From an optimization exercise on the open Yosys and OpenROAD flow, aimed at small area and a short achievable clock period; shortcuts taken in it are not production practice.
RTL that was checked went through simulation tests only; none was proved equivalent to the original.
The RTL of runs 1 and 4 to 8 was laid out without a check of its function.
Power and IR drop assume default switching activity.

### config.mk
export PLATFORM = sky130hd
export DESIGN_NAME = obstacle_field
export DESIGN_NICKNAME = obstacle_field
export VERILOG_FILES = /design/flow/design.v
export SDC_FILE = /design/flow/constraint.sdc
export NUM_CORES = 4
export LEC_CHECK = 0
export CAP_MARGIN = 20
export CORE_MARGIN = 2
export CORE_UTILIZATION = 60
export CTS_BUF_LIST = sky130_fd_sc_hd__clkbuf_8
export SLEW_MARGIN = 20
### constraint.sdc
create_clock -name core_clock -period 13.0 [get_ports {clk}]
set_input_delay 2.6000 -clock core_clock [delete_from_list [all_inputs] [get_ports {clk}]]
set_output_delay 2.6000 -clock core_clock [all_outputs]
set_load 0.01 [all_outputs]
### design.v
`default_nettype none
package playfield_pkg;
    localparam int screen_width = 640;
    localparam int upper_bound  = 20;
    localparam int lower_bound  = 460;
    localparam int x_bits = 10;
    localparam int y_bits = 9;
    localparam logic [x_bits-1:0] x_offscreen = x_bits'(700);
    localparam logic [y_bits-1:0] y_offscreen = y_bits'(500);
    localparam int score_bits = 14;
    localparam logic [score_bits-1:0] score_max = score_bits'(9999);
    localparam logic [1:0] mode_idle = 2'd0;
    localparam logic [1:0] mode_run  = 2'd1;
endpackage
`default_nettype wire
`default_nettype none
package spawn_pkg;
    typedef union packed {
        struct packed {
            logic [7:0] placement;
            logic [7:0] gap;
            logic [7:0] height;
            logic [7:0] width;
        } byte_view;
        struct packed {
            logic [1:0]  zone;
            logic [5:0]  offset;
            logic [23:0] size_bytes;
        } edge_view;
    } spawn_rand_u;
    localparam logic [1:0] zone_upper = 2'd0;
    localparam logic [1:0] zone_lower = 2'd1;
    localparam logic [31:0] lfsr_seed = 32'h1d87_2b41;
    localparam logic [31:0] lfsr_taps = 32'h8020_0003;
    localparam int min_width  = 20;
    localparam int max_width  = 80;
    localparam int min_height = 20;
    localparam int max_height = 150;
    localparam int min_gap    = 80;
    localparam int max_gap    = 180;
    localparam int gap_bits   = 8;
    localparam int edge_zone = 60;
endpackage
`default_nettype wire
`default_nettype none
module spawn_rng (
    input  logic                              clk,
    input  logic                              rst_n,
    output logic [1:0]                        right_lo,
    output logic [7:0]                        right_hi,    
    output logic [playfield_pkg::y_bits-1:0]  top,
    output logic [playfield_pkg::y_bits-1:0]  bottom,
    output logic [5:0]                        wait_steps
);
    logic [31:0] lfsr;
    logic [31:0] lfsr_next;
    logic [5:0]  width_rem;
    logic [5:0]  n_width_rem;
    logic [8:0]  n_top;
    logic [8:0]  n_bottom;
    logic [5:0]  n_wait;
    assign lfsr_next = {lfsr[30:0], ^(lfsr & spawn_pkg::lfsr_taps)};
    spawn_shaper shaper_next (
        .rand_word  (lfsr_next),
        .width_rem  (n_width_rem),
        .top        (n_top),
        .bottom     (n_bottom),
        .wait_steps (n_wait)
    );
    assign right_lo = width_rem[1:0];
    assign right_hi = 8'd165 + 8'(width_rem[5:2]);
    always_ff @(posedge clk or negedge rst_n) begin
        if (!rst_n) begin
            lfsr <= spawn_pkg::lfsr_seed;
        end else begin
            lfsr <= lfsr_next;
        end
    end
    always_ff @(posedge clk) begin
        width_rem  <= n_width_rem;
        top        <= n_top;
        bottom     <= n_bottom;
        wait_steps <= n_wait;
    end
endmodule
`default_nettype wire
`default_nettype none
module spawn_shaper (
    input  spawn_pkg::spawn_rand_u                  rand_word,
    output logic [5:0]                              width_rem,   
    output logic [playfield_pkg::y_bits-1:0]        top,
    output logic [playfield_pkg::y_bits-1:0]        bottom,
    output logic [5:0]                              wait_steps   
);
    logic [7:0] b0, b1, b2, b3;
    logic [6:0] t0;      
    logic [7:0] t2;      
    logic [5:0] m0;      
    logic [7:0] m1;      
    logic [6:0] m2;      
    logic [5:0] eo;      
    logic [1:0] zone;
    assign b0 = rand_word.byte_view.width;
    assign b1 = rand_word.byte_view.height;
    assign b2 = rand_word.byte_view.gap;
    assign b3 = rand_word.byte_view.placement;
    assign zone = rand_word.edge_view.zone;
    assign t0 = 7'(b0[5:0]) + 7'(3 * b0[7:6]);
    assign t2 = 8'(b2[6:0]) + (b2[7] ? 8'd27 : 8'd0);
    assign m0 = (t0 >= 7'd61) ? 6'(t0 - 7'd61) : 6'(t0);
    assign m1 = (b1 >= 8'd131) ? b1 - 8'd131 : b1;
    assign m2 = (t2 >= 8'd101) ? 7'(t2 - 8'd101) : 7'(t2);
    assign eo = (b3[5:0] >= 6'd60) ? b3[5:0] - 6'd60 : b3[5:0];
    assign width_rem  = m0;
    assign wait_steps = 6'd20 + 6'((m2 + 7'd3) >> 2);
    logic [7:0] v;
    logic [8:0] a;
    assign v = zone[1] ? b3 : {2'b00, eo};
    assign a = 9'(m1) + 9'(v);
    always_comb begin
        if (zone == spawn_pkg::zone_lower) begin
            top    = 9'd440 - a;
            bottom = 9'd460 - 9'(v);
        end else begin
            top    = 9'd20 + 9'(v);
            bottom = 9'd40 + a;
        end
    end
endmodule
`default_nettype wire
`default_nettype none
module obstacle_slots #(
    parameter int NUM_OBSTACLES = 10
) (
    input  logic                                                   clk,
    input  logic                                                   rst_n,
    input  logic                                                   clear,
    input  logic                                                   advance,
    input  logic [NUM_OBSTACLES-1:0]                               pick,
    input  logic [1:0]                                             right_lo,
    input  logic [7:0]                                             right_hi,
    input  logic [playfield_pkg::y_bits-1:0]                       top,
    input  logic [playfield_pkg::y_bits-1:0]                       bottom,
    output logic [NUM_OBSTACLES-1:0]                               active,
    output logic                                                   retire,
    output logic [NUM_OBSTACLES-1:0][playfield_pkg::x_bits-1:0]    box_left,
    output logic [NUM_OBSTACLES-1:0][playfield_pkg::x_bits-1:0]    box_right,
    output logic [NUM_OBSTACLES-1:0][playfield_pkg::y_bits-1:0]    box_top,
    output logic [NUM_OBSTACLES-1:0][playfield_pkg::y_bits-1:0]    box_bottom
);
    localparam int y_w = playfield_pkg::y_bits;
    logic [NUM_OBSTACLES-1:0] visible;
    logic [NUM_OBSTACLES-1:0] at_zero;
    logic [7:0]               left_n  [NUM_OBSTACLES];
    logic [7:0]               right_n [NUM_OBSTACLES];
    logic [1:0]               rlo_n   [NUM_OBSTACLES];
    logic [y_w-1:0]           top_n   [NUM_OBSTACLES];
    logic [y_w-1:0]           bot_n   [NUM_OBSTACLES];
    always_comb begin
        for (int i = 0; i < NUM_OBSTACLES; i++) begin
            at_zero[i] = (left_n[i] == 8'hff);
        end
    end
    assign retire = |(active & at_zero);
    always_ff @(posedge clk or negedge rst_n) begin
        if (!rst_n) begin
            active  <= '0;
            visible <= '0;
        end else if (clear) begin
            active  <= '0;
            visible <= '0;
        end else if (advance) begin
            active  <= pick | (active & ~at_zero);
            visible <= active & ~at_zero;
        end
    end
    always_ff @(posedge clk) begin
        for (int i = 0; i < NUM_OBSTACLES; i++) begin
            if (advance) begin
                left_n[i]  <= pick[i] ? ~8'd160   : left_n[i] + 8'd1;
                right_n[i] <= pick[i] ? ~right_hi : right_n[i] + 8'd1;
            end
            if (advance && pick[i]) begin
                rlo_n[i] <= ~right_lo;
                top_n[i] <= ~top;
                bot_n[i] <= ~bottom;
            end
        end
    end
    always_comb begin
        for (int i = 0; i < NUM_OBSTACLES; i++) begin
            if (visible[i]) begin
                box_left[i]   = {~left_n[i], 2'b00};
                box_right[i]  = ~{right_n[i], rlo_n[i]};
                box_top[i]    = ~top_n[i];
                box_bottom[i] = ~bot_n[i];
            end else begin
                box_left[i]   = playfield_pkg::x_offscreen;
                box_right[i]  = playfield_pkg::x_offscreen;
                box_top[i]    = playfield_pkg::y_offscreen;
                box_bottom[i] = playfield_pkg::y_offscreen;
            end
        end
    end
endmodule
`default_nettype wire
`default_nettype none
module obstacle_ctrl #(
    parameter int NUM_OBSTACLES = 10
) (
    input  logic                                   clk,
    input  logic                                   rst_n,
    input  logic [1:0]                             gamemode,
    input  logic [NUM_OBSTACLES-1:0]               active,
    input  logic                                   retire,
    input  logic [5:0]                             wait_steps,
    output logic                                   clear,
    output logic                                   advance,
    output logic [NUM_OBSTACLES-1:0]               pick,
    output logic [playfield_pkg::score_bits-1:0]   score
);
    logic [5:0]               steps;
    logic                     ready;
    assign clear   = (gamemode == playfield_pkg::mode_idle);
    assign advance = (gamemode == playfield_pkg::mode_run);
    assign ready   = (steps == 6'd0);
    always_comb begin
        logic lower_busy;
        lower_busy = ready;
        for (int i = 0; i < NUM_OBSTACLES; i++) begin
            pick[i]    = lower_busy && !active[i];
            lower_busy = lower_busy && active[i];
        end
    end
    always_ff @(posedge clk or negedge rst_n) begin
        if (!rst_n) begin
            steps <= 6'd20;
        end else if (clear) begin
            steps <= 6'd20;
        end else if (advance) begin
            if (|pick) begin
                steps <= wait_steps;
            end else if (!ready) begin
                steps <= steps - 6'd1;
            end
        end
    end
    always_ff @(posedge clk or negedge rst_n) begin
        if (!rst_n) begin
            score <= '0;
        end else if (clear) begin
            score <= '0;
        end else if (advance && retire && (score != playfield_pkg::score_max)) begin
            score <= score + 1'b1;
        end
    end
endmodule
`default_nettype wire
`default_nettype none
module obstacle_field #(
    parameter int NUM_OBSTACLES = 10,
    parameter int SCROLL_SPEED  = 4
) (
    input  logic                                                   clk,
    input  logic                                                   rst_n,
    input  logic [1:0]                                             gamemode,
    output logic [playfield_pkg::score_bits-1:0]                   score,
    output logic [NUM_OBSTACLES-1:0][playfield_pkg::x_bits-1:0]    box_left,
    output logic [NUM_OBSTACLES-1:0][playfield_pkg::x_bits-1:0]    box_right,
    output logic [NUM_OBSTACLES-1:0][playfield_pkg::y_bits-1:0]    box_top,
    output logic [NUM_OBSTACLES-1:0][playfield_pkg::y_bits-1:0]    box_bottom
);
    logic [1:0]                       right_lo;
    logic [7:0]                       right_hi;
    logic [playfield_pkg::y_bits-1:0] top;
    logic [playfield_pkg::y_bits-1:0] bottom;
    logic [5:0]                       wait_steps;
    logic                             clear;
    logic                             advance;
    logic                             retire;
    logic [NUM_OBSTACLES-1:0]         active;
    logic [NUM_OBSTACLES-1:0]         pick;
    spawn_rng spawn_rng_inst (
        .clk        (clk),
        .rst_n      (rst_n),
        .right_lo   (right_lo),
        .right_hi   (right_hi),
        .top        (top),
        .bottom     (bottom),
        .wait_steps (wait_steps)
    );
    obstacle_ctrl #(
        .NUM_OBSTACLES (NUM_OBSTACLES)
    ) obstacle_ctrl_inst (
        .clk        (clk),
        .rst_n      (rst_n),
        .gamemode   (gamemode),
        .active     (active),
        .retire     (retire),
        .wait_steps (wait_steps),
        .clear      (clear),
        .advance    (advance),
        .pick       (pick),
        .score      (score)
    );
    obstacle_slots #(
        .NUM_OBSTACLES (NUM_OBSTACLES)
    ) obstacle_slots_inst (
        .clk        (clk),
        .rst_n      (rst_n),
        .clear      (clear),
        .advance    (advance),
        .pick       (pick),
        .right_lo   (right_lo),
        .right_hi   (right_hi),
        .top        (top),
        .bottom     (bottom),
        .active     (active),
        .retire     (retire),
        .box_left   (box_left),
        .box_right  (box_right),
        .box_top    (box_top),
        .box_bottom (box_bottom)
    );
endmodule
`default_nettype wire
### flow/run.sh
#!/bin/bash
# Standard layout, with the smallest buffer on every port and timing repair
# aiming at a shorter period than the constraint asks.
set -euo pipefail
export BUFFER_PORTS_ARGS="-buffer_cell sky130_fd_sc_hd__buf_1"
export SETUP_SLACK_MARGIN=9
bash standard.sh > standard.log 2>&1
### standard.sh
#!/bin/bash
# synth_recipe.tcl (not shown) runs the flow's synth.tcl, then flattens the netlist and writes it again
# the make line also repeats each setting of config.mk as NAME=value (left out here)
make -C /OpenROAD-flow-scripts/flow DESIGN_CONFIG=/design/flow/config.mk WORK_HOME=/design/flow/orfs CLKGATE_MAP_FILE= SYNTH_SCRIPT=/design/flow/synth_recipe.tcl "${@:-finish}"
==> results of run 1 <==
[state kept, by name (all words and copies together) (netlist names)]
signal,cells
spawn_rng_inst.width_rem,6
obstacle_ctrl_inst.score,14
obstacle_slots_inst.top_n,90
obstacle_slots_inst.right_n,80
obstacle_slots_inst.active,10
spawn_rng_inst.wait_steps,6
obstacle_slots_inst.left_n,80
spawn_rng_inst.bottom,9
obstacle_slots_inst.rlo_n,20
obstacle_slots_inst.bot_n,90
obstacle_slots_inst.visible,10
spawn_rng_inst.lfsr,32
obstacle_ctrl_inst.steps,6
spawn_rng_inst.top,9
[synthesized netlist by cell type (all sizes together), types with 19 or more instances]
| cell | n |
|---|---|
| dfrtp | 56 |
| and2 | 19 |
| inv | 52 |
| o21ai | 66 |
| xor2 | 84 |
| nand3 | 74 |
| buf | 27 |
| and3 | 39 |
| nand4 | 19 |
| ha | 52 |
| dfxtp | 30 |
| clkbuf | 63 |
| a21oi | 67 |
| edfxtp | 360 |
| nor2b | 121 |
| nor2 | 134 |
| xnor2 | 88 |
| nand2 | 388 |
[per-stage QoR]
step / setup slack [ns] / instance area, um2 / utilization (%) / cells
CTS: 8.75 / 26500 / 74.6 / 2859
global placement: 7.59 / 23400 / 66.0 / 2688
finish: 8.72 / 28500 / 80.3 / 2893
detailed placement: 7.55 / 23400 / 66.0 / 2688
floorplan: 8.64 / 21800 / - / 1926
global route: 8.70 / 28500 / 80.3 / 2892
[final timing paths]
| check | startpoint | to | slack, ns |
|---|---|---|---|
| worst max-delay path | obstacle_slots_inst.visible[6] | box_right[64] | 8.72 |
| worst max register to register | spawn_rng_inst.lfsr[7] | spawn_rng_inst.top[8] | 9.27 |
| worst min register to register | spawn_rng_inst.lfsr[2] | spawn_rng_inst.lfsr[3] | 0.37 |
| worst min-delay path | spawn_rng_inst.lfsr[2] | spawn_rng_inst.lfsr[3] | 0.37 |
| max in group asynchronous | rst_n | obstacle_slots_inst.visible[3] | 10.14 |
| min in group asynchronous | rst_n | spawn_rng_inst.lfsr[19] | 2.13 |
[report_power, final]
part           internal [uW]  leakage (uW)  switching, uW  total (uW)
Clock                    595      0.000841            600        1200
Combinational           50.2       0.00648           76.5         127
Sequential              1620       0.00472           36.6        1660
Total                   2270        0.0120            713        2980
[layout make-up]
type                    count  area, um2
diodes                      1       2.50
clock buffers              84       1160
clock inverters            56        241
fillers                  2170       6990
inverters                  52        211
multi-input cells        1323       8990
flip-flops and latches    462      13300
well taps                 461        577
repair buffers            454       4060
[logic make-up (layout without fill, tap and decap cells)]
family | count (synthesis) | count (layout) | share of synthesized area [%]
compound gates | 212 | 212 | 6.23
xor+xnor | 172 | 172 | 7.13
fa+ha+maj | 56 | 56 | 3.39
buf+inv | 142 | 646 | 2.91
flops | 462 | 462 | 61.4
mux | 9 | 9 | 0.436
other cells | 1 | 21 | 0.0174
simple gates | 853 | 854 | 18.4
[repair_timing]
item	CTS	global route
gates resized for setup	520	371
setup buffers	25	16
gates cloned	6	17
setup endpoints to repair	431	429
pin swaps	6	9
[per-layer routing]
| layer | vias up | wire length [um] |
|---|---|---|
| met5 | - | 0 |
| met4 | 0 | 2540 |
| met3 | 148 | 5870 |
| met2 | 957 | 33100 |
| met1 | 8422 | 26100 |
| li1 | 7519 | - |
==> run notes, run 1 <==
Final Hold Violating Endpoints: 0
WP data arrival: 1.68 ns
Worst Skew: 0.0171 ns
Die Span Y: 193 um
Final HPWL DP: 40200 um
CP Max Fanout: 5
CTS tree: done
Met1 Resource Use GR: 43.1%
Dominant cell type by area after synthesis: edfxtp_1
Hold path depth: 0
Leading post-synthesis cells by cell area: edfxtp_1, nand2_1, dfrtp_1
Clk latency of the worst-skew pair: 0.64 ns
Max_cap viols: 0
Routed WL: 67600 um
Worst rel slew slack: 26.7%
Area Overhead vs Synth: 32.3%
# setup viols final: 0
Syn Area/Cell: 11.3 um2
Gr ovfl total: 0
Largest net degree at the start of global routing: 105
First-pass GRT wire length: 93200 um
Layout cells sized above 1: 31.6%
Cell area after synthesis: 21500 um2
Met2 Use GR: 52.5%
Commonest non-fill, non-tap cell in the layout: edfxtp_1
Lkg Pwr: 0.0120 uW
Maximum clock path buffer count: 3
# hold bufs at CTS: 0
Accumulated negative setup slack: 0 ns
Prevailing post-synth register cell: edfxtp_1
Outcome: complete, no violations
Peak supply drop: 0.101 mV
Hold_ws: 0.371 ns
Total power: 2980 uW
Worst path slowest cell: dfrtp_2
Critical path's top delay family: flip-flops
Post-Syn Instances: 1907
Flops & latches, synth: 462
Slew @ Worst Pin: 1.10 ns
# nets final: 2430
CP cell instances: buf_12, buf_16, nand2_4, buf_6
Clk Tree Root Cell: clkbuf_8
DRT Pass-1 Iters: 5
# port buffers: 377
Req. time, crit path: 10.40 ns
Commonest cells after routing, fill and taps aside: edfxtp_1, nand2_1, buf_2, buf_6, nor2_1
Drt via density: 5.89
Post-synth EDFFs: 360
Crit path kind: reg -> out
Max Freq: 0.234 GHz
Starting DRT DRC Count: 1572
Die X: 193 um
Starting Density: 60.7%
Startpoint Class: flop
Row cnt: 69
Asr flop ratio synth: 15.6%
Core area: 35500 um2
Synth top area share: 50.2%
Via count of the first global-routing pass: 15944
Unique masters post-synth: 75
Initial antenna violation count: 1
PD cells: 105 nW/um2
Clk sink count: 462
Yosys warns: 9
RSZ-0062 raised after global routing: yes
Post-route DRC: 0
Worst-path clk slew: 0.06 ns
Crit share post-route: 32.9%
Most utilized layer in the global route result: met2
Post-route ant nets: 0
Inserted Clock Buffers: 77
Worst r2r path cells: 13
Vias: 17046
Full die area: 37400 um2
Slew Limit Fails: 0
Global Route met3 Usage: 6.14%
CP endpoint kind: output port
WP depth: 4
Min Tclk post-route: 4.28 ns
Gpl congestion: 0.871
Buf/Inv on CP: 3
HP Class: reg -> reg
Drt wl/cell: 23.4 um
Total global-route track usage: 32.5%
Slowest cell delay on critical path: 0.49 ns
I/O pin count: 398
Seq/Total Area, Yosys: 61.4%
# H-tree levels: 3
==> run 2: changes to the inputs <==
--- a/design.v
+++ b/design.v
@@ -272,2 +272,6 @@
 );
+    localparam int life_frames  = playfield_pkg::screen_width / SCROLL_SPEED + 1;
+    localparam int min_interval = spawn_pkg::min_gap / SCROLL_SPEED + 1;
+    localparam int max_on       = (life_frames + min_interval - 1) / min_interval;
+    localparam int NUM_USED     = (max_on < NUM_OBSTACLES) ? max_on : NUM_OBSTACLES;
     logic [1:0]                       right_lo;
@@ -280,4 +284,4 @@
     logic                             retire;
-    logic [NUM_OBSTACLES-1:0]         active;
-    logic [NUM_OBSTACLES-1:0]         pick;
+    logic [NUM_USED-1:0]              active;
+    logic [NUM_USED-1:0]              pick;
     spawn_rng spawn_rng_inst (
@@ -292,3 +296,3 @@
     obstacle_ctrl #(
-        .NUM_OBSTACLES (NUM_OBSTACLES)
+        .NUM_OBSTACLES (NUM_USED)
     ) obstacle_ctrl_inst (
@@ -306,3 +310,3 @@
     obstacle_slots #(
-        .NUM_OBSTACLES (NUM_OBSTACLES)
+        .NUM_OBSTACLES (NUM_USED)
     ) obstacle_slots_inst (
@@ -319,7 +323,13 @@
         .retire     (retire),
-        .box_left   (box_left),
-        .box_right  (box_right),
-        .box_top    (box_top),
-        .box_bottom (box_bottom)
+        .box_left   (box_left[NUM_USED-1:0]),
+        .box_right  (box_right[NUM_USED-1:0]),
+        .box_top    (box_top[NUM_USED-1:0]),
+        .box_bottom (box_bottom[NUM_USED-1:0])
     );
+    for (genvar i = NUM_USED; i < NUM_OBSTACLES; i++) begin : g_never_used
+        assign box_left[i]   = playfield_pkg::x_offscreen;
+        assign box_right[i]  = playfield_pkg::x_offscreen;
+        assign box_top[i]    = playfield_pkg::y_offscreen;
+        assign box_bottom[i] = playfield_pkg::y_offscreen;
+    end
 endmodule
--- a/config.mk
+++ b/config.mk
@@ -10,3 +10,4 @@
 export CORE_UTILIZATION = 60
-export CTS_BUF_LIST = sky130_fd_sc_hd__clkbuf_8
+export CTS_BUF_LIST = sky130_fd_sc_hd__clkbuf_16
+export CTS_CLUSTER_SIZE = 20
 export SLEW_MARGIN = 20
==> run notes, run 2 <==
WP data arrival: 1.59 ns
Full die area: 32400 um2
Slew Limit Fails: 0
# setup viols final: 0
Slowest cell delay on critical path: 0.52 ns
Antenna Cells: 0
First-pass GRT wire length: 76300 um
Leading post-synthesis cells by cell area: edfxtp_1, dfrtp_1, nand2_1
CP endpoint kind: output port
Layout cells sized above 1: 29.2%
Accumulated negative setup slack: 0 ns
Area Overhead vs Synth: 30.4%
Crit path kind: reg -> out
Die Span Y: 180 um
# H-tree levels: 2
Worst path slowest cell: dfrtp_4
Clk sink count: 386
Syn Area/Cell: 10.9 um2
Max_cap viols: 0
Via count of the first global-routing pass: 13307
Flops & latches, synth: 386
I/O pin count: 398
Final Hold Violating Endpoints: 0
Prevailing post-synth register cell: edfxtp_1
RSZ-0062 raised after global routing: yes
Yosys warns: 9
Min Tclk post-route: 4.19 ns
# port buffers: 305
Gpl congestion: 0.829
Post-route DRC: 0
Inserted Clock Buffers: 42
Total global-route track usage: 30.4%
Row cnt: 64
CTS tree: done
Initial antenna violation count: 0
Cell area after synthesis: 18600 um2
Synth top area share: 46.6%
Commonest non-fill, non-tap cell in the layout: edfxtp_1
Final HPWL DP: 32600 um
Startpoint Class: flop
Core area: 30500 um2
Design area: 24200 um2
Starting Density: 60.9%
Post-synth top cells: nand2_1, edfxtp_1, nor2_1
Seq/Total Area, Yosys: 59.1%
Worst Skew: 0.0242 ns
Drt via density: 5.82
Outcome: complete, no violations
DRT Pass-1 Iters: 5
HP Class: reg -> reg
Slew @ Worst Pin: 1.04 ns
CP cell instances: buf_12, nor2b_1, clkbuf_2
Unique masters post-synth: 59
Gr ovfl total: 0
Commonest cells after routing, fill and taps aside: edfxtp_1, nand2_1, buf_2, buf_6, nor2_1
Count leader, synth: nand2_1
Worst rel slew slack: 30.0%
Asr flop ratio synth: 17.6%
Total power: 2610 uW
Lkg Pwr: 0.0102 uW
Worst-path clk slew: 0.06 ns
Biggest regs: obstacle_slots_inst.bot_n x72, obstacle_slots_inst.top_n x72
Max Freq: 0.238 GHz
Req. time, crit path: 10.40 ns
Peak supply drop: 0.0923 mV
# hold bufs at CTS: 0
CP Max Fanout: 9
Crit share post-route: 32.3%
# nets final: 2110
Setup WS pre-CTS: 7.94 ns
Post-synth EDFFs: 288
Finished Layout Cells: 2484
Die X: 180 um
PD cells: 108 nW/um2
Largest net degree at the start of global routing: 90
Post-Syn Instances: 1698
Post-layout worst setup margin: 8.81 ns
Clk latency of the worst-skew pair: 0.55 ns
Starting DRT DRC Count: 1478
Post-route ant nets: 0
Post-DP Area: 19800 um2
Vias: 14462
Maximum clock path buffer count: 3
Placed insts: 2354
Hold path depth: 0
Routed WL: 55300 um
Clk Tree Root Cell: clkbuf_16
Drt wl/cell: 22.3 um
Worst r2r path cells: 12
Dominant cell type by area after synthesis: edfxtp_1
[run 2: changes by cell type after synthesis, moves of 7 or more]
| cell | delta |
|---|---|
| nand2_1 | -55 |
| nand4_1 | -8 |
| xnor2_1 | -21 |
| nor2_1 | -16 |
| clkbuf_1 | -7 |
| and3_1 | -16 |
| and2_1 | -15 |
| o21ai_1 | -8 |
| edfxtp_1 | -72 |
| nor2b_1 | -21 |
| buf_4 | +72 |
[run 2: kinds of logic after synthesis]
family,after synthesis,synth area share [%]
other cells,2,0.0404
xor+xnor,143,6.83
simple gates,719,17.7
buf+inv,202,5.95
fa+ha+maj,51,3.60
mux,9,0.512
flops,386,59.1
compound gates,186,6.26
[run 2: layer usage]
metal  track usage (%)  vias to the layer above  wire length, um
li1                  -                     6381                -
met1              41.3                     7058            21000
met2              48.7                      885            27000
met3              5.81                      138             5210
met4              11.8                        0             2090
met5                 0                        -                0
[run 2: stage by stage]
| stage | hold WS, ns | utilization (%) |
|---|---|---|
| after floorplan | 0.357 | - |
| final | 0.383 | 79.4 |
| after detailed placement | 0.380 | 65.0 |
| after CTS | 0.384 | 73.2 |
| after global placement | 0.364 | 65.0 |
| after global routing | 0.381 | 79.4 |
[run 2: final timing paths]
| path | start | slack [ns] | to |
|---|---|---|---|
| max reg2reg | spawn_rng_inst.lfsr[10] | 9.27 | spawn_rng_inst.top[6] |
| max | obstacle_slots_inst.visible[3] | 8.81 | box_bottom[28] |
| min in group asynchronous | rst_n | 2.24 | obstacle_ctrl_inst.score[7] |
| min | spawn_rng_inst.lfsr[27] | 0.38 | spawn_rng_inst.lfsr[28] |
| max in group asynchronous | rst_n | 10.04 | obstacle_slots_inst.visible[6] |
| min reg2reg | spawn_rng_inst.lfsr[27] | 0.38 | spawn_rng_inst.lfsr[28] |
[run 2: where the power goes]
part	switching (uW)	internal, uW
logic	68.2	38.1
clock network	486	641
registers	29.7	1350
[run 2: critical path: cells and delay by family (launching register included)]
| family | cells | cell delay (ns) |
|---|---|---|
| flops | 1 | 0.52 |
| buf+inv | 2 | 0.32 |
| simple gates | 1 | 0.21 |
[run 2: repair_timing]
item	4_1_cts	5_1_grt
setup buffers	21	10
resized for setup	352	397
setup endpoints to repair	440	408
pin swaps	0	11
endpoints found under the hold margin	0	0
gates cloned	5	17
[run 2: area by class of cell]
class	instances	area [um2]
fillers	1821	6290
inverters	53	215
flip-flops and latches	386	11000
multi-input cells	1201	7930
well taps	396	495
repair inverters	1	8.76
clock inverters	34	216
clock buffers	43	1080
repair buffers	370	3290
==> run 3: changes to the inputs <==
--- a/flow/run.sh
+++ b/flow/run.sh
@@ -5,3 +5,3 @@
 export BUFFER_PORTS_ARGS="-buffer_cell sky130_fd_sc_hd__buf_1"
-export SETUP_SLACK_MARGIN=9
+export SETUP_SLACK_MARGIN=8
 bash standard.sh > standard.log 2>&1
--- a/config.mk
+++ b/config.mk
@@ -10,4 +10,3 @@
 export CORE_UTILIZATION = 60
-export CTS_BUF_LIST = sky130_fd_sc_hd__clkbuf_16
-export CTS_CLUSTER_SIZE = 20
+export CTS_BUF_LIST = sky130_fd_sc_hd__clkbuf_8
 export SLEW_MARGIN = 20
==> run notes, run 3 <==
Area Overhead vs Synth: 13.2%
Min Tclk post-route: 4.72 ns
Routed WL: 46100 um
Asr flop ratio synth: 17.6%
Commonest non-fill, non-tap cell in the layout: nand2_1
Worst r2r path cells: 11
Count leader, synth: nand2_1
Worst-path clk slew: 0.06 ns
Synth top area share: 46.6%
Final HPWL DP: 32000 um
Post-DP Area: 19800 um2
Dominant cell type by area after synthesis: edfxtp_1
# port buffers: 305
Maximum clock path buffer count: 3
CP endpoint kind: output port
Largest net degree at the start of global routing: 72
Via count of the first global-routing pass: 13069
# hold bufs at CTS: 0
Startpoint Class: flop
HP Class: reg -> reg
Post-route DRC: 0
RSZ-0062 raised after global routing: no
Layout cells sized above 1: 6.88%
Vias: 13553
Prevailing post-synth register cell: edfxtp_1
CTS tree: done
Peak supply drop: 0.0939 mV
Clk sink count: 386
Hold path depth: 0
Flops & latches, synth: 386
I/O pin count: 398
Worst R2R Start: spawn_rng_inst.lfsr[7]
Full die area: 32400 um2
Utilization after layout: 68.9%
Post-synth EDFFs: 288
First-pass GRT wire length: 71800 um
Worst Hold Launch: spawn_rng_inst.lfsr[27]
Drt via density: 5.47
# H-tree levels: 3
Drt wl/cell: 18.6 um
Design area: 21000 um2
Post-CTS setup buffers: 0
Biggest regs: obstacle_slots_inst.bot_n x72, obstacle_slots_inst.top_n x72
Row cnt: 64
Post-Syn Instances: 1698
Crit share post-route: 36.3%
Post-CTS sizing: 0
Starting DRT DRC Count: 995
CP Max Fanout: 23
PD cells: 117 nW/um2
Total global-route track usage: 28.2%
Post-synth top cells: nand2_1, edfxtp_1, nor2_1
WP data arrival: 2.12 ns
Outcome: complete, no violations
Worst rel slew slack: 29.4%
Initial antenna violation count: 0
Slew @ Worst Pin: 1.06 ns
# setup viols final: 0
Die X: 180 um
Seq/Total Area, Yosys: 59.1%
Final Hold Violating Endpoints: 0
Gr ovfl total: 0
DRT Pass-1 Iters: 7
Die Span Y: 180 um
Core area: 30500 um2
Clk Tree Root Cell: clkbuf_8
Max Freq: 0.212 GHz
Inserted Clock Buffers: 66
Leading post-synthesis cells by cell area: edfxtp_1, dfrtp_1, nand2_1
Crit path kind: reg -> out
Commonest cells after routing, fill and taps aside: nand2_1, buf_1, edfxtp_1, nor2_1, nor2b_1
Gpl congestion: 0.849
Accumulated negative setup slack: 0 ns
Unique masters post-synth: 59
Slew Limit Fails: 0
Req. time, crit path: 10.40 ns
Yosys warns: 9
Antenna Cells: 0
Worst hold path endpoint: spawn_rng_inst.lfsr[28]
Clk latency of the worst-skew pair: 0.60 ns
Cell area after synthesis: 18600 um2
Worst Skew: 0.0354 ns
R2R Setup Slk: 8.90 ns
Lkg Pwr: 0.00797 uW
Crit Reg-Reg Endpoint: spawn_rng_inst.top[7]
Starting Density: 60.9%
Max_cap viols: 0
Syn Area/Cell: 10.9 um2
Post-route ant nets: 0
# nets final: 2086
run 3: changes by cell type in the layout (fill, tap and decap cells not counted), moves of 14 or more:
cell	change
buf_1	+278
buf_2	-119
buf_6	-118
nand2_1	+98
nand2_4	-85
clkbuf_8	+67
clkbuf_16	-55
nor2b_1	+48
clkbuf_2	-41
nor2b_4	-34
buf_12	-23
inv_1	+16
nor2b_2	-14
run 3: metrics by stage:
step                power, uW  setup WS (ns)  cells  hold slack [ns]
floorplan                1480           8.53   1788            0.357
global placement         1490           7.79   2359            0.365
detailed placement       1490           7.74   2359            0.371
CTS                      2470           8.18   2476            0.379
global route             2550           8.17   2476            0.382
finish                   2460           8.28   2476            0.378
run 3: final cells by class:
class | instances | area, um2
fill | 2405 | 9490
tap | 396 | 495
inverter | 53 | 201
timing repair buffer | 324 | 1290
clock inverter | 50 | 262
multi-input combinational | 1200 | 6880
clock buffer | 67 | 922
sequential | 386 | 11000
run 3: routing by layer:
metal / GRT usage [%] / vias to the layer above / share of wire [%] / wire, um
met3: 5.83 / 106 / 7.8 / 3580
met2: 45.3 / 602 / 47 / 21700
met5: 0 / - / 0 / 0
met1: 38.0 / 6520 / 42 / 19200
met4: 10.6 / 0 / 3.6 / 1670
li1: - / 6325 / - / -
run 3: kinds of logic after synthesis:
| group | count (synthesis) | share of synthesized area [%] |
|---|---|---|
| DFF | 386 | 59.1 |
| muxes | 9 | 0.512 |
| xor gates and xnor gates | 143 | 6.83 |
| adders and majority gates | 51 | 3.60 |
| AOI/OAI and AO/OA | 186 | 6.26 |
| and+or+nand+nor | 719 | 17.7 |
| other | 2 | 0.0404 |
| buffers and inverters | 202 | 5.95 |
run 3: how the worst max path moves through the flow:
stage                              startpoint                         endpoint  slack [ns]
6_report       obstacle_slots_inst.visible[4]                      box_top[36]        8.28
5_1_grt        obstacle_slots_inst.visible[4]                      box_top[36]        8.17
4_1_cts        obstacle_slots_inst.visible[1]                    box_bottom[9]        8.18
3_5_place_dp                      gamemode[1]     obstacle_ctrl_inst.score[10]        7.74
3_3_place_gp                      gamemode[1]     obstacle_ctrl_inst.score[10]        7.79
2_1_floorplan                     gamemode[1]  obstacle_slots_inst.bot_n[7][0]        8.53
run 3: worst max-delay path: stages, from the launching register on:
cell,delay [ns]
dfrtp_1,0.68
buf_4,0.40
nor2b_1,0.28
buf_1,0.19
run 3: where the power goes:
group | switching, uW | total [uW] | internal [uW]
combinational | 62.8 | 94.6 | 31.8
sequential | 24.5 | 1370 | 1350
clock | 500 | 990 | 490
==> run 4: changes to the inputs <==
--- a/design.v
+++ b/design.v
@@ -152,2 +152,3 @@
     logic [NUM_OBSTACLES-1:0] visible;
+    logic [NUM_OBSTACLES-1:0] hidden;    
     logic [NUM_OBSTACLES-1:0] at_zero;
@@ -168,2 +169,3 @@
             visible <= '0;
+            hidden  <= '1;
         end else if (clear) begin
@@ -171,2 +173,3 @@
             visible <= '0;
+            hidden  <= '1;
         end else if (advance) begin
@@ -174,2 +177,3 @@
             visible <= active & ~at_zero;
+            hidden  <= ~active | at_zero;
         end
@@ -189,15 +193,18 @@
     end
+    function automatic logic [9:0] show(input logic [9:0] edge_n, input logic [9:0] sentinel,
+                                        input logic vis, input logic hid);
+        for (int b = 0; b < 10; b++) begin
+            show[b] = sentinel[b] ? ~(vis & edge_n[b]) : ~(hid | edge_n[b]);
+        end
+    endfunction
     always_comb begin
         for (int i = 0; i < NUM_OBSTACLES; i++) begin
-            if (visible[i]) begin
-                box_left[i]   = {~left_n[i], 2'b00};
-                box_right[i]  = ~{right_n[i], rlo_n[i]};
-                box_top[i]    = ~top_n[i];
-                box_bottom[i] = ~bot_n[i];
-            end else begin
-                box_left[i]   = playfield_pkg::x_offscreen;
-                box_right[i]  = playfield_pkg::x_offscreen;
-                box_top[i]    = playfield_pkg::y_offscreen;
-                box_bottom[i] = playfield_pkg::y_offscreen;
-            end
+            box_left[i]   = show({left_n[i], 2'b11}, 10'(playfield_pkg::x_offscreen),
+                                 visible[i], hidden[i]);
+            box_right[i]  = show({right_n[i], rlo_n[i]}, 10'(playfield_pkg::x_offscreen),
+                                 visible[i], hidden[i]);
+            box_top[i]    = y_w'(show(10'(top_n[i]), 10'(playfield_pkg::y_offscreen),
+                                      visible[i], hidden[i]));
+            box_bottom[i] = y_w'(show(10'(bot_n[i]), 10'(playfield_pkg::y_offscreen),
+                                      visible[i], hidden[i]));
         end
@@ -234,22 +241,24 @@
     end
-    always_ff @(posedge clk or negedge rst_n) begin
-        if (!rst_n) begin
-            steps <= 6'd20;
-        end else if (clear) begin
-            steps <= 6'd20;
-        end else if (advance) begin
-            if (|pick) begin
-                steps <= wait_steps;
-            end else if (!ready) begin
-                steps <= steps - 6'd1;
-            end
+    logic [5:0]                              steps_run;
+    logic [playfield_pkg::score_bits-1:0]    score_run;
+    always_comb begin
+        if (!ready) begin
+            steps_run = steps - 6'd1;
+        end else if (|pick) begin
+            steps_run = wait_steps;
+        end else begin
+            steps_run = 6'd0;
         end
     end
+    assign score_run = (retire && (score != playfield_pkg::score_max)) ? score + 1'b1 : score;
     always_ff @(posedge clk or negedge rst_n) begin
         if (!rst_n) begin
+            steps <= 6'd20;
             score <= '0;
         end else if (clear) begin
+            steps <= 6'd20;
             score <= '0;
-        end else if (advance && retire && (score != playfield_pkg::score_max)) begin
-            score <= score + 1'b1;
+        end else if (advance) begin
+            steps <= steps_run;
+            score <= score_run;
         end
==> run notes, run 4 <==
Gr ovfl total: 0
Worst Hold Launch: spawn_rng_inst.lfsr[2]
Worst Setup EP: obstacle_slots_inst.active[7]
Final Hold Violating Endpoints: 0
Accumulated negative setup slack: 0 ns
# setup viols final: 0
Flops & latches, synth: 394
Post-route DRC: 0
# nets final: 2092
Max_cap viols: 0
First-pass GRT wire length: 71600 um
Lkg Pwr: 0.00816 uW
Drt via density: 5.45
Peak supply drop: 0.0744 mV
Inserted Clock Buffers: 66
Clk sink count: 394
Total global-route track usage: 28.4%
Cell area after synthesis: 18600 um2
WP data arrival: 5.12 ns
Worst r2r path cells: 13
Asr flop ratio synth: 19.3%
Total power: 2490 uW
Post-synth top cells: nand2_1, edfxtp_1, nor2_1
Req. time, crit path: 13.50 ns
Full die area: 32400 um2
Seq/Total Area, Yosys: 60.1%
Crit path kind: in -> reg
Die X: 180 um
Post-Syn Instances: 1714
Starting Density: 60.8%
Syn Area/Cell: 10.8 um2
I/O pin count: 398
Commonest non-fill, non-tap cell in the layout: nand2_1
Unique masters post-synth: 73
Final HPWL DP: 33000 um
Most utilized layer in the global route result: met2
PD cells: 119 nW/um2
CP Max Fanout: 87
Area Overhead vs Synth: 13.0%
Post-CTS setup buffers: 0
Fillcell total: 2435
Worst rel slew slack: 29.0%
Core area: 30600 um2
CP endpoint kind: flop
Gpl congestion: 0.847
Met2 Use GR: 46.4%
Worst Skew: 0.0216 ns
Starting DRT DRC Count: 1095
HP Class: reg -> reg
# hold bufs at CTS: 0
Clk latency of the worst-skew pair: 0.57 ns
Startpoint Class: input port
Synth top area share: 46.5%
Clk Tree Root Cell: clkbuf_8
Prevailing post-synth register cell: edfxtp_1
Biggest regs: obstacle_slots_inst.bot_n x72, obstacle_slots_inst.top_n x72
Routed WL: 46900 um
DRT Pass-1 Iters: 6
Leading post-synthesis cells by cell area: edfxtp_1, dfrtp_1, nand2_1
Min Tclk post-route: 4.62 ns
# port buffers: 305
Largest net degree at the start of global routing: 88
Crit share post-route: 35.6%
Crit Reg-Reg Endpoint: spawn_rng_inst.bottom[8]
Layout cells sized above 1: 7.38%
CTS tree: done
Max Freq: 0.216 GHz
Die Span Y: 180 um
Commonest cells after routing, fill and taps aside: nand2_1, buf_1, edfxtp_1, nor2_1, conb_1
Vias: 13539
Drt wl/cell: 18.9 um
Post-synth EDFFs: 288
Dominant cell type by area after synthesis: edfxtp_1
Yosys warns: 9
Initial antenna violation count: 0
Post-route ant nets: 0
Outcome: complete, no violations
Maximum clock path buffer count: 3
Met1 Resource Use GR: 37.4%
Post-layout worst setup margin: 8.38 ns
Worst R2R Start: spawn_rng_inst.lfsr[9]
RSZ-0062 raised after global routing: no
Global Route met3 Usage: 4.65%
R2R Setup Slk: 9.10 ns
Slew @ Worst Pin: 1.06 ns
Setup WS pre-CTS: 7.67 ns
Post-CTS sizing: 0
Row cnt: 64
Count leader, synth: nand2_1
Worst-path clk slew: 0.06 ns
Via count of the first global-routing pass: 12925
Crit path from: gamemode[1]
# H-tree levels: 3
Slew Limit Fails: 0
-- run 4: cell count changes in the layout (fill, tap and decap cells not counted), sizes merged, moves of 5 or more --
cell | before | now
nor2 | 116 | 215
nor2b | 100 | 7
nand3 | 70 | 56
nor3 | 13 | 26
clkinv | 23 | 14
buf | 324 | 316
dfstp | 16 | 24
inv | 79 | 87
xnor2 | 64 | 72
clkbuf | 67 | 74
xor2 | 78 | 71
nor4 | 11 | 6
-- run 4: worst min-delay path by stage --
stage / slack (ns) / endpoint / depth (start not counted)
floorplan: 0.35 / spawn_rng_inst.lfsr[21] / 0
global placement: 0.37 / spawn_rng_inst.lfsr[20] / 0
detailed placement: 0.37 / spawn_rng_inst.lfsr[3] / 0
CTS: 0.38 / spawn_rng_inst.lfsr[3] / 0
global route: 0.39 / spawn_rng_inst.lfsr[27] / 0
finish: 0.38 / spawn_rng_inst.lfsr[3] / 0
-- run 4: per-stage QoR --
step                      cell area [um2]  cells  hold WS, ns  util, %
after floorplan                     18900   1804        0.349        -
after global placement              19800   2364        0.371     64.7
after detailed placement            19800   2364        0.371     64.7
after CTS                           21000   2483        0.382     68.6
after global routing                21000   2484        0.393     68.7
final                               21000   2485        0.379     68.7
-- run 4: layout make-up --
| cell class | count | area (um2) | area share, % |
|---|---|---|---|
| diodes | 1 | 2.50 | 0.0119 |
| clock buffers | 72 | 991 | 4.72 |
| clock inverters | 47 | 188 | 0.893 |
| inverters | 56 | 215 | 1.02 |
| multi-input cells | 1201 | 6680 | 31.8 |
| flip-flops and latches | 394 | 11200 | 53.2 |
| well taps | 396 | 495 | 2.36 |
| repair buffers | 318 | 1260 | 6.00 |
-- run 4: worst max-delay path, stage by stage --
cell      delay [ns]
clkbuf_2        0.08
buf_4           0.24
nand2b_1        0.27
inv_6           0.59
buf_4           0.69
nand2_1         0.12
a21oi_1         0.25
a211o_1         0.13
-- run 4: metal layers --
layer	wire length, um	vias up
li1	-	6336
met1	19200	6522
met2	22600	546
met3	3020	135
met4	2140	0
met5	0	-
-- run 4: kinds of logic (layout without fill, tap and decap cells) --
logic type	Yosys count	count (layout)	synth area share [%]
other	2	93	0.0404
DFF	394	394	60.1
AOI/OAI and AO/OA	192	192	6.63
and+or+nand+nor	718	718	16.4
adders and majority gates	51	51	3.59
muxes	5	5	0.296
xor gates and xnor gates	143	143	6.82
buffers and inverters	209	493	6.08
-- run 4: where the power goes --
group | switching [uW] | internal [uW] | leakage [uW]
combinational | 67.1 | 33.9 | 0.00341
clock | 479 | 508 | 0.000712
sequential | 27.9 | 1380 | 0.00403
==> run 5: changes to the inputs <==
--- a/flow/run.sh
+++ b/flow/run.sh
@@ -5,3 +5,3 @@
 export BUFFER_PORTS_ARGS="-buffer_cell sky130_fd_sc_hd__buf_1"
-export SETUP_SLACK_MARGIN=8
+export SETUP_SLACK_MARGIN=8.6
 bash standard.sh > standard.log 2>&1
==> run notes, run 5 <==
Outcome: complete, no violations
CTS tree: done
First-pass GRT wire length: 70800 um
Final HPWL DP: 32700 um
Slew @ Worst Pin: 1.07 ns
Lkg Pwr: 0.00812 uW
Clk sink count: 394
Req. time, crit path: 10.40 ns
Finished Layout Cells: 2480
Simple-Gate Fraction of Synth Area: 16.4%
Syn Area/Cell: 10.8 um2
Post-route ant nets: 0
Commonest cells after routing, fill and taps aside: nand2_1, buf_1, edfxtp_1, nor2_1, conb_1
Largest family of logic cells by synthesized area: simple AND/OR/NAND/NOR gates
Asr flop ratio synth: 19.3%
Slowest cell delay on critical path: 0.75 ns
Synth Area in Adders: 3.59%
HP Class: reg -> reg
# setup viols final: 0
Commonest non-fill, non-tap cell in the layout: nand2_1
Max Freq: 0.232 GHz
Initial antenna violation count: 0
CP endpoint kind: output port
Area Overhead vs Synth: 13.1%
Post-synth top cells: nand2_1, edfxtp_1, nor2_1
Post-Syn Instances: 1714
Count leader, synth: nand2_1
Post-layout worst setup margin: 8.69 ns
Die X: 180 um
Post-DP Area: 19800 um2
Row cnt: 64
Yosys warns: 9
PD cells: 119 nW/um2
Drt via density: 5.39
Prevailing post-synth register cell: edfxtp_1
Die Span Y: 180 um
Antenna Cells: 0
Worst rel slew slack: 28.7%
Maximum clock path buffer count: 3
WP data arrival: 1.71 ns
DRT Pass-1 Iters: 5
# H-tree levels: 2
Starting Density: 60.8%
CP cell instances: nor2_1, buf_1
Worst Skew: 0.0389 ns
Worst Hold Launch: spawn_rng_inst.lfsr[2]
Vias: 13358
Biggest regs: obstacle_slots_inst.bot_n x72, obstacle_slots_inst.top_n x72
Dominant cell type by area after synthesis: edfxtp_1
Total global-route track usage: 27.9%
Setup WS pre-CTS: 8.18 ns
Drt wl/cell: 18.6 um
Peak supply drop: 0.0943 mV
Gr ovfl total: 0
Min Tclk post-route: 4.31 ns
Crit share post-route: 33.1%
Largest net degree at the start of global routing: 138
I/O pin count: 398
Post-synth EDFFs: 288
Startpoint Class: flop
Max_cap viols: 0
Mux share of post-synthesis cell area: 0.296%
Routed WL: 46200 um
Fillcell total: 2421
Design area: 21000 um2
Crit path from: obstacle_slots_inst.hidden[4]
Synth Area in Compound Gates: 6.63%
# port buffers: 305
Via count of the first global-routing pass: 12567
Layout cells sized above 1: 8.11%
Slew Limit Fails: 0
# hold bufs at CTS: 0
Leading post-synthesis cells by cell area: edfxtp_1, dfrtp_1, nand2_1
Cell area after synthesis: 18600 um2
# nets final: 2086
Final Hold Violating Endpoints: 0
Post-route DRC: 0
Core area: 30600 um2
Inserted Clock Buffers: 61
Placed insts: 2363
Full die area: 32400 um2
Unique masters post-synth: 73
Gpl congestion: 0.866
RSZ-0062 raised after global routing: no
Starting DRT DRC Count: 1033
Seq/Total Area, Yosys: 60.1%
Synth top area share: 46.5%
Accumulated negative setup slack: 0 ns
Buf/Inv on CP: 1
CP Max Fanout: 13
Flops & latches, synth: 394
Crit path kind: reg -> out
Critical path's top delay family: flip-flops
Worst R2R Start: obstacle_ctrl_inst.steps[3]
Clk Tree Root Cell: clkbuf_8
Worst path slowest cell: dfstp_2
Synth Area in XOR/XNOR: 6.82%
Worst-path clk slew: 0.07 ns
Clk latency of the worst-skew pair: 0.62 ns
-- run 5: cell counts after synthesis --
Identical to the previous run, type by type.
-- run 5: cell families after synthesis --
group	count (synthesis)
flops	394
buf+inv	209
other cells	2
compound gates	192
mux	5
fa+ha+maj	51
xor+xnor	143
simple gates	718
-- run 5: worst paths after layout --
kind                       slack [ns]  cells after the start                               to
max                              8.69                      2                      box_top[39]
min                              0.38                      0           spawn_rng_inst.lfsr[3]
max reg2reg                      9.01                      6  obstacle_slots_inst.bot_n[6][3]
min reg2reg                      0.38                      0           spawn_rng_inst.lfsr[3]
max in group asynchronous       10.31                      2   obstacle_slots_inst.visible[0]
min in group asynchronous        2.14                      2          spawn_rng_inst.lfsr[25]
-- run 5: final cells by class --
cell class | count | area (um2) | share of cell area [%]
well taps | 396 | 495 | 2.36
flip-flops and latches | 394 | 11200 | 53.2
multi-input cells | 1201 | 6680 | 31.8
clock inverters | 47 | 236 | 1.12
clock buffers | 69 | 950 | 4.52
inverters | 56 | 223 | 1.06
repair buffers | 317 | 1250 | 5.94
-- run 5: layer usage --
layer | up-vias | GRT usage, % | routed length (um)
li1 | 6332 | - | -
met1 | 6411 | 37.0 | 19100
met2 | 516 | 45.4 | 22000
met3 | 99 | 5.98 | 3460
met4 | 0 | 11.2 | 1640
met5 | - | 0 | 0
-- run 5: what timing repair did --
item | 4_1_cts | 5_1_grt
cloned | 0 | 0
gates resized for setup | 8 | 1
setup endpoints to repair | 192 | 1
setup buffers | 0 | 0
-- run 5: per-stage QoR --
stage | util, % | hold slack (ns) | total power, uW
after floorplan | - | 0.349 | 1520
after global placement | 64.7 | 0.363 | 1520
after detailed placement | 64.7 | 0.375 | 1530
after CTS | 68.6 | 0.388 | 2510
after global routing | 68.7 | 0.390 | 2580
final | 68.7 | 0.382 | 2490
-- run 5: power by group --
part | internal [uW] | leakage (uW) | switching (uW)
Clock | 508 | 0.000700 | 482
Sequential | 1380 | 0.00402 | 27.6
Combinational | 33.4 | 0.00340 | 67.2
==> run 6: changes to the inputs <==
--- a/flow/run.sh
+++ b/flow/run.sh
@@ -5,3 +5,3 @@
 export BUFFER_PORTS_ARGS="-buffer_cell sky130_fd_sc_hd__buf_1"
-export SETUP_SLACK_MARGIN=8.6
+export SETUP_SLACK_MARGIN=8.8
 bash standard.sh > standard.log 2>&1
==> run notes, run 6 <==
# setup viols final: 0
I/O pin count: 398
Worst r2r path cells: 6
Worst Skew: 0.0351 ns
Worst rel slew slack: 28.1%
Lkg Pwr: 0.00817 uW
Inserted Clock Buffers: 66
Gr ovfl total: 0
Asr flop ratio synth: 19.3%
Req. time, crit path: 10.40 ns
Slew @ Worst Pin: 1.07 ns
Peak supply drop: 0.0858 mV
Row cnt: 64
Top layer in use: met4
Clk Tree Root Cell: clkbuf_8
Area Overhead vs Synth: 14.0%
Routed WL: 47000 um
WP data arrival: 1.61 ns
DRT Pass-1 Iters: 5
Post-Syn Instances: 1714
Wl on met1: 19400 um
Die Span Y: 180 um
Yosys warns: 9
Commonest cells after routing, fill and taps aside: nand2_1, buf_1, edfxtp_1, nor2_1, conb_1
Worst-path clk slew: 0.06 ns
Final Hold Violating Endpoints: 0
Core area: 30600 um2
Seq/Total Area, Yosys: 60.1%
# nets final: 2092
Synth top area share: 46.5%
Cell area after synthesis: 18600 um2
Leading post-synthesis cells by cell area: edfxtp_1, dfrtp_1, nand2_1
Syn Area/Cell: 10.8 um2
Starting DRT DRC Count: 978
Total power: 2560 uW
Flops & latches, synth: 394
Utilization after layout: 69.3%
Final HPWL DP: 32900 um
# H-tree levels: 3
First-pass GRT wire length: 71100 um
CP endpoint kind: output port
Dominant cell type by area after synthesis: edfxtp_1
Post-synth EDFFs: 288
Biggest regs: obstacle_slots_inst.bot_n x72, obstacle_slots_inst.top_n x72
Commonest non-fill, non-tap cell in the layout: nand2_1
Largest net degree at the start of global routing: 138
Accumulated negative setup slack: 0 ns
# hold bufs at CTS: 0
Die X: 180 um
CTS tree: done
Max_cap viols: 0
PD cells: 121 nW/um2
Hold path depth: 0
Antenna Cells: 0
Layout cells sized above 1: 8.43%
Drt via density: 5.46
Post-route DRC: 0
Unique masters post-synth: 73
CP Max Fanout: 13
Maximum clock path buffer count: 3
Prevailing post-synth register cell: edfxtp_1
Clk latency of the worst-skew pair: 0.60 ns
Crit path kind: reg -> out
Post-synth top cells: nand2_1, edfxtp_1, nor2_1
Via count of the first global-routing pass: 12573
Starting Density: 60.8%
HP Class: reg -> reg
Total global-route track usage: 28.3%
Max Freq: 0.238 GHz
Full die area: 32400 um2
Gpl congestion: 0.903
# port buffers: 305
Count leader, synth: nand2_1
Drt wl/cell: 18.9 um
Post-DP Area: 19800 um2
Wire length on met3: 3410 um
Vias: 13568
Slew Limit Fails: 0
Initial antenna violation count: 1
Hold_ws: 0.386 ns
Post-route ant nets: 0
Startpoint Class: flop
Outcome: complete, no violations
Clk sink count: 394
Design area: 21200 um2
RSZ-0062 raised after global routing: yes
Routed wire length on met2: 22100 um
Crit share post-route: 32.4%
Min Tclk post-route: 4.21 ns
[run 6: cell counts after synthesis]
Identical to the previous run, type by type.
[run 6: layout make-up]
class | instances | area [um2]
Timing Repair Buffer | 318 | 1270
Clock inverter | 44 | 220
Multi-Input combinational cell | 1201 | 6710
Inverter | 56 | 223
Clock buffer | 76 | 1050
Sequential cell | 394 | 11200
Tap cell | 396 | 495
Fill cell | 2416 | 9400
[run 6: what timing repair did]
action	CTS	global route
pin swaps	0	0
gates resized for setup	18	8
setup buffers	2	1
endpoints found under the setup margin	224	69
[run 6: kinds of logic (layout without fill, tap and decap cells)]
logic type      count (synthesis)  count (layout)  synth area share [%]
other cells                     2              92                0.0404
mux                             5               5                 0.296
flops                         394             394                  60.1
xor+xnor                      143             143                  6.82
fa+ha+maj                      51              51                  3.59
buf+inv                       209             494                  6.08
simple gates                  718             718                  16.4
compound gates                192             192                  6.63
[run 6: where the power goes]
group | internal (uW) | switching, uW | leakage (uW)
clock network | 557 | 497 | 0.000741
logic | 33.3 | 67.4 | 0.00341
registers | 1380 | 28.0 | 0.00402
total | 1970 | 593 | 0.00817
[run 6: final timing paths]
check                                              startpoint                         endpoint  slack (ns)
worst max-delay path            obstacle_slots_inst.hidden[2]                   box_bottom[18]        8.79
worst min-delay path                  spawn_rng_inst.lfsr[19]          spawn_rng_inst.lfsr[20]        0.39
worst max register to register    obstacle_ctrl_inst.steps[3]  obstacle_slots_inst.bot_n[5][8]        9.07
worst min register to register        spawn_rng_inst.lfsr[19]          spawn_rng_inst.lfsr[20]        0.39
max in group asynchronous                               rst_n   obstacle_slots_inst.visible[1]       10.26
min in group asynchronous                               rst_n          spawn_rng_inst.lfsr[30]        2.16
[run 6: per-layer routing]
metal	vias up	track usage, %
met5	-	0
met4	0	15.1
met3	124	5.60
met2	545	44.7
met1	6562	37.4
li1	6337	-
[run 6: critical path, stage by stage (launching register included)]
cell and delay, ns:
dfstp_2 0.71, nor2_1 0.16, buf_1 0.16
[run 6: stage by stage]
step	instances	setup slack (ns)
detailed placement	2361	8.21
global placement	2360	8.26
floorplan	1804	8.67
CTS	2483	8.79
finish	2485	8.79
global route	2485	8.75
==> run 7: changes to the inputs <==
--- a/flow/run.sh
+++ b/flow/run.sh
@@ -5,3 +5,3 @@
 export BUFFER_PORTS_ARGS="-buffer_cell sky130_fd_sc_hd__buf_1"
-export SETUP_SLACK_MARGIN=8.8
+export SETUP_SLACK_MARGIN=9.0
 bash standard.sh > standard.log 2>&1
==> run notes, run 7 <==
Startpoint Class: flop
Synth Area in Compound Gates: 6.63%
Req. time, crit path: 10.40 ns
Max Freq: 0.237 GHz
Row cnt: 64
Synth top area share: 46.5%
Accumulated negative setup slack: 0 ns
Simple-Gate Fraction of Synth Area: 16.4%
Biggest regs: obstacle_slots_inst.bot_n x72, obstacle_slots_inst.top_n x72
Clk sink count: 394
# nets final: 2161
Synth Area in Adders: 3.59%
R2R Setup Slk: 9.04 ns
# H-tree levels: 3
Initial antenna violation count: 2
CP Max Fanout: 13
Clk Tree Root Cell: clkbuf_8
CP endpoint kind: output port
Asr flop ratio synth: 19.3%
Starting Density: 60.8%
Drt via density: 6.11
Synth Area in XOR/XNOR: 6.82%
Area Overhead vs Synth: 40.9%
Die X: 180 um
HP Class: reg -> reg
Via count of the first global-routing pass: 14449
PD cells: 100 nW/um2
Commonest cells after routing, fill and taps aside: edfxtp_1, buf_6, nand2_4, nor2_1, nand2_1
Count leader, synth: nand2_1
Syn Area/Cell: 10.8 um2
I/O pin count: 398
Flops & latches, synth: 394
First-pass GRT wire length: 87000 um
Starting DRT DRC Count: 1912
Final Hold Violating Endpoints: 0
Worst Skew: 0.0482 ns
Leading post-synthesis cells by cell area: edfxtp_1, dfrtp_1, nand2_1
Inserted Clock Buffers: 68
Core area: 30600 um2
Largest net degree at the start of global routing: 77
Gpl congestion: 0.857
Layout cells sized above 1: 34.6%
# port buffers: 305
Largest family of logic cells by synthesized area: simple AND/OR/NAND/NOR gates
Peak supply drop: 0.0950 mV
Gr ovfl total: 0
Slew @ Worst Pin: 1.12 ns
Unique masters post-synth: 73
Routed WL: 63500 um
Total global-route track usage: 35.1%
Final HPWL DP: 32900 um
CTS tree: done
Mux share of post-synthesis cell area: 0.296%
Yosys warns: 9
Post-synth EDFFs: 288
RSZ-0062 raised after global routing: yes
Prevailing post-synth register cell: edfxtp_1
Hold_ws: 0.379 ns
Crit share post-route: 32.5%
Full die area: 32400 um2
Maximum clock path buffer count: 3
Lkg Pwr: 0.0120 uW
WP data arrival: 1.62 ns
Worst rel slew slack: 24.6%
Post-Syn Instances: 1714
DRT Pass-1 Iters: 7
Outcome: complete, no violations
Die Span Y: 180 um
Post-route ant nets: 0
Max_cap viols: 0
Slew Limit Fails: 0
Seq/Total Area, Yosys: 60.1%
Post-synth top cells: nand2_1, edfxtp_1, nor2_1
Antenna Cells: 0
Commonest non-fill, non-tap cell in the layout: edfxtp_1
Vias: 15610
# setup viols final: 0
Worst-path clk slew: 0.07 ns
Dominant cell type by area after synthesis: edfxtp_1
Drt wl/cell: 24.8 um
Min Tclk post-route: 4.22 ns
Crit path kind: reg -> out
Post-route DRC: 0
Cell area after synthesis: 18600 um2
Clk latency of the worst-skew pair: 0.62 ns
run 7: per-stage QoR:
step / util, % / cells / cell area (um2) / setup slack [ns] / total power (uW)
finish: 85.6 / 2556 / 26200 / 8.78 / 2620
global route: 85.6 / 2556 / 26200 / 8.77 / 2690
CTS: 82.3 / 2549 / 25200 / 8.80 / 2570
detailed placement: 64.8 / 2361 / 19800 / 7.95 / 1530
global placement: 64.8 / 2361 / 19800 / 7.98 / 1520
floorplan: - / 1804 / 19100 / 8.75 / 1520
run 7: per-layer routing:
| metal | vias up | GRT usage (%) | wire (um) |
|---|---|---|---|
| li1 | 6497 | - | - |
| met1 | 7618 | 43.8 | 21800 |
| met2 | 1213 | 57.7 | 30900 |
| met3 | 282 | 8.00 | 6710 |
| met4 | 0 | 18.0 | 4040 |
| met5 | - | 0 | 0 |
run 7: layout make-up:
| cell class | instances | area, um2 |
|---|---|---|
| inverters | 56 | 236 |
| flip-flops and latches | 394 | 11200 |
| well taps | 396 | 495 |
| repair inverters | 1 | 16.3 |
| clock buffers | 71 | 977 |
| fillers | 1371 | 4400 |
| multi-input cells | 1201 | 8620 |
| clock inverters | 53 | 255 |
| repair buffers | 384 | 4360 |
run 7: final timing paths:
| kind | from | endpoint | cells after the start |
|---|---|---|---|
| hold reg to reg | spawn_rng_inst.lfsr[19] | spawn_rng_inst.lfsr[20] | 0 |
| setup / recovery | obstacle_slots_inst.hidden[2] | box_bottom[21] | 2 |
| min in group asynchronous | rst_n | spawn_rng_inst.lfsr[30] | 2 |
| setup reg to reg | obstacle_ctrl_inst.steps[3] | obstacle_slots_inst.top_n[6][5] | 6 |
| hold / removal | spawn_rng_inst.lfsr[19] | spawn_rng_inst.lfsr[20] | 0 |
| max in group asynchronous | rst_n | obstacle_slots_inst.visible[3] | 2 |
run 7: cells by family after synthesis:
logic type                 count (synthesis)
AOI/OAI and AO/OA                        192
xor gates and xnor gates                 143
adders and majority gates                 51
buffers and inverters                    209
DFF                                      394
muxes                                      5
other                                      2
and+or+nand+nor                          718
run 7: what timing repair did:
item                                    CTS  global route
gates resized for setup                 903           238
hold buffers                              0             0
gates cloned                             14             0
buffers inserted                         50             7
pin swaps                                72            26
endpoints found under the setup margin  500           300
run 7: where the power goes:
part,switching (uW),total [uW],leakage (uW),internal [uW]
Sequential,38.8,1410,0.00402,1380
Combinational,84.5,129,0.00721,44.8
Clock,548,1080,0.000730,530
Total,671,2620,0.0120,1950
run 7: worst max-delay path: stages (launching register included):
cell	delay [ns]
dfstp_4	0.73
nor2_1	0.12
buf_1	0.15
==> run 8: changes to the inputs <==
--- a/flow/run.sh
+++ b/flow/run.sh
@@ -5,3 +5,3 @@
 export BUFFER_PORTS_ARGS="-buffer_cell sky130_fd_sc_hd__buf_1"
-export SETUP_SLACK_MARGIN=9.0
+export SETUP_SLACK_MARGIN=9.3
 bash standard.sh > standard.log 2>&1
==> run notes, run 8 <==
Outcome: complete, no violations
Dominant cell type by area after synthesis: edfxtp_1
Biggest regs: obstacle_slots_inst.bot_n x72, obstacle_slots_inst.top_n x72
Post-DP Area: 19800 um2
Max_cap viols: 0
Mux share of post-synthesis cell area: 0.296%
Gate power share: 4.9%
PD cells: 101 nW/um2
Inserted Clock Buffers: 66
Area Overhead vs Synth: 42.6%
Post-route DRC: 0
CP endpoint kind: output port
Reg area: 11200 um2
# hold bufs at CTS: 0
Initial antenna violation count: 0
Clk Tree Root Cell: clkbuf_8
Maximum clock path buffer count: 3
First-pass GRT wire length: 82400 um
Worst-path clk slew: 0.07 ns
Die X: 180 um
Design area: 26500 um2
Gr ovfl total: 0
Leading post-synthesis cells by cell area: edfxtp_1, dfrtp_1, nand2_1
Worst Skew: 0.0254 ns
Min Tclk post-route: 4.24 ns
Asr flop ratio synth: 19.3%
Count leader, synth: nand2_1
CTS tree: done
Crit share post-route: 32.6%
Drt via density: 6.06
Hold_ws: 0.378 ns
Drt wl/cell: 25.0 um
Starting Density: 60.8%
Cell area after synthesis: 18600 um2
Peak supply drop: 0.0922 mV
Row cnt: 64
DRT Pass-1 Iters: 5
Seq pwr share: 52.9%
Commonest non-fill, non-tap cell in the layout: edfxtp_1
Final HPWL DP: 32800 um
# nets final: 2170
Clock network fraction of total power: 42.2%
Fillcell total: 1379
Worst path slowest cell: dfstp_4
Slew Limit Fails: 0
HP Class: reg -> reg
Clk latency of the worst-skew pair: 0.60 ns
Worst rel slew slack: 16.6%
# setup viols final: 0
Finished Layout Cells: 2560
Startpoint Class: flop
Gpl congestion: 0.860
Accumulated negative setup slack: 0 ns
Seq/Total Area, Yosys: 60.1%
Slew @ Worst Pin: 1.24 ns
Layout cells sized above 1: 37.7%
Post-layout worst setup margin: 8.76 ns
Syn Area/Cell: 10.8 um2
Max Freq: 0.236 GHz
Clk sink count: 394
Full die area: 32400 um2
Post-synth EDFFs: 288
Synth top area share: 46.5%
Unique masters post-synth: 73
Prevailing post-synth register cell: edfxtp_1
# H-tree levels: 3
Vias: 15518
Routed WL: 63900 um
Post-route ant nets: 0
Synth Area in XOR/XNOR: 6.82%
Sw Ratio: 24.9%
Total global-route track usage: 33.1%
# port buffers: 305
Final Hold Violating Endpoints: 0
Via count of the first global-routing pass: 14131
CP cell instances: nor2_1, buf_1
RSZ-0062 raised after global routing: yes
Multi-input logic area: 8780 um2
Largest family of logic cells by synthesized area: simple AND/OR/NAND/NOR gates
I/O pin count: 398
Synth Area in Adders: 3.59%
Crit path kind: reg -> out
Core area: 30600 um2
Starting DRT DRC Count: 1992
P_sw: 665 uW
WP data arrival: 1.64 ns
Antenna Cells: 0
Largest net degree at the start of global routing: 77
Post-Syn Instances: 1714
Slowest cell delay on critical path: 0.55 ns
Post-synth top cells: nand2_1, edfxtp_1, nor2_1
Placed insts: 2358
Yosys warns: 9
Commonest cells after routing, fill and taps aside: edfxtp_1, buf_6, nand2_4, nand2_1, nor2_1
Flops & latches, synth: 394
Req. time, crit path: 10.40 ns
Die Span Y: 180 um
Setup WS pre-CTS: 7.93 ns
Simple-Gate Fraction of Synth Area: 16.4%
CP Max Fanout: 13
Cell internal pwr: 2010 uW
Lkg Pwr: 0.0121 uW
Synth Area in Compound Gates: 6.63%
[run 8: cell counts after synthesis]
Identical to the previous run, type by type.
[run 8: timing repair]
action	in CTS	in global routing
gates cloned	10	7
setup endpoints to repair	626	461
setup buffers	59	9
pin swaps	59	36
resized for setup	803	406
[run 8: final timing paths]
check                                                   to                     startpoint  slack [ns]  cells past startpoint
max in group asynchronous   obstacle_slots_inst.visible[4]                          rst_n        9.97                      2
min reg2reg                         spawn_rng_inst.lfsr[3]         spawn_rng_inst.lfsr[2]        0.38                      0
min in group asynchronous          spawn_rng_inst.lfsr[30]                          rst_n        2.27                      2
min                                 spawn_rng_inst.lfsr[3]         spawn_rng_inst.lfsr[2]        0.38                      0
max reg2reg                obstacle_slots_inst.top_n[6][1]    obstacle_ctrl_inst.steps[3]        9.26                      6
max                                          box_right[60]  obstacle_slots_inst.hidden[6]        8.76                      2
[run 8: area by class of cell]
| type | instances | area share (%) |
|---|---|---|
| tap | 396 | 1.87 |
| inverter | 56 | 0.892 |
| clock inverter | 42 | 0.968 |
| timing repair buffer | 394 | 16.8 |
| multi-input combinational | 1202 | 33.1 |
| sequential | 394 | 42.3 |
| timing repair inverter | 1 | 0.0614 |
| clock buffer | 75 | 3.89 |
[run 8: layer usage]
layer,track usage [%],share of wire [%],vias up
met3,8.06,11,292
met5,0,0,-
met2,54.3,49,1231
met4,15.9,7.2,0
li1,-,-,6497
met1,41.5,33,7498
[run 8: metrics by stage]
stage          power (uW)  util [%]
2_1_floorplan        1520         -
5_1_grt              2740      86.7
6_report             2670      86.7
3_5_place_dp         1530      64.8
4_1_cts              2620      80.5
3_3_place_gp         1520      64.8
[run 8: cells by family (layout without fill, tap and decap cells)]
logic type | after synthesis | in the layout
compound gates | 192 | 192
buf+inv | 209 | 568
other cells | 2 | 92
simple gates | 718 | 719
mux | 5 | 5
xor+xnor | 143 | 143
flops | 394 | 394
fa+ha+maj | 51 | 51
[run 8: power groups by stage]
stage	Clock [uW]	Sequential, uW	Combinational (uW)
final	1130	1410	130
after global routing	1180	1420	141
after CTS	1090	1410	116
after detailed placement	0	1430	99.3
after global placement	0	1430	96.3
after floorplan	0	1420	101
[run 8: worst max-delay path, delay by kind of cell (launching register included)]
family / cells / cell delay (ns)
buf+inv: 1 / 0.21
flops: 1 / 0.55
simple gates: 1 / 0.29

[port drivers added, routing unchanged]
No port has a modelled driver above. Below, the same layouts with a new extraction and two added sets of constraints. Step 1 sets driving cells, clkbuf_16 on the clock port and buf_2 on the other inputs (assumed; they add their load-dependent delay and slew). Step 2 adds t to the input delays and takes it off the output delays; t is the mean of the earliest and latest rising clock arrival at the registers after step 1. Input paths then give back, and output paths get back, about the clock's delay inside the block. Three values: ideal ports, drivers, drivers and shift; two values: the first two.
| run | t (ns) | slack for setup (ns) | hold WS [ns] | pins driven straight from the clock port |
|---|---|---|---|---|
| run 1 | 0.683 | 8.724 / 8.671 / 8.537 | 0.371 / 0.371 / 0.371 | 1 |
| run 2 | 0.574 | 8.806 / 8.765 / 8.529 | 0.383 / 0.383 / 0.383 | 1 |
| run 3 | 0.612 | 8.278 / 8.245 / 7.735 | 0.378 / 0.378 / 0.378 | 1 |
| run 4 | 0.607 | 8.377 / 8.375 / 7.789 | 0.379 / 0.379 / 0.379 | 1 |
| run 5 | 0.653 | 8.691 / 8.642 / 8.312 | 0.382 / 0.382 / 0.382 | 1 |
| run 6 | 0.633 | 8.791 / 8.742 / 8.389 | 0.386 / 0.386 / 0.386 | 1 |
| run 7 | 0.635 | 8.776 / 8.730 / 8.510 | 0.379 / 0.379 / 0.379 | 1 |
| run 8 | 0.636 | 8.757 / 8.709 / 8.639 | 0.378 / 0.378 / 0.378 | 1 |
After both steps every run listed still meets setup and hold. The setup slack of run 4, which loses most, moves by -0.002 ns with the drivers and by -0.588 ns with both steps.
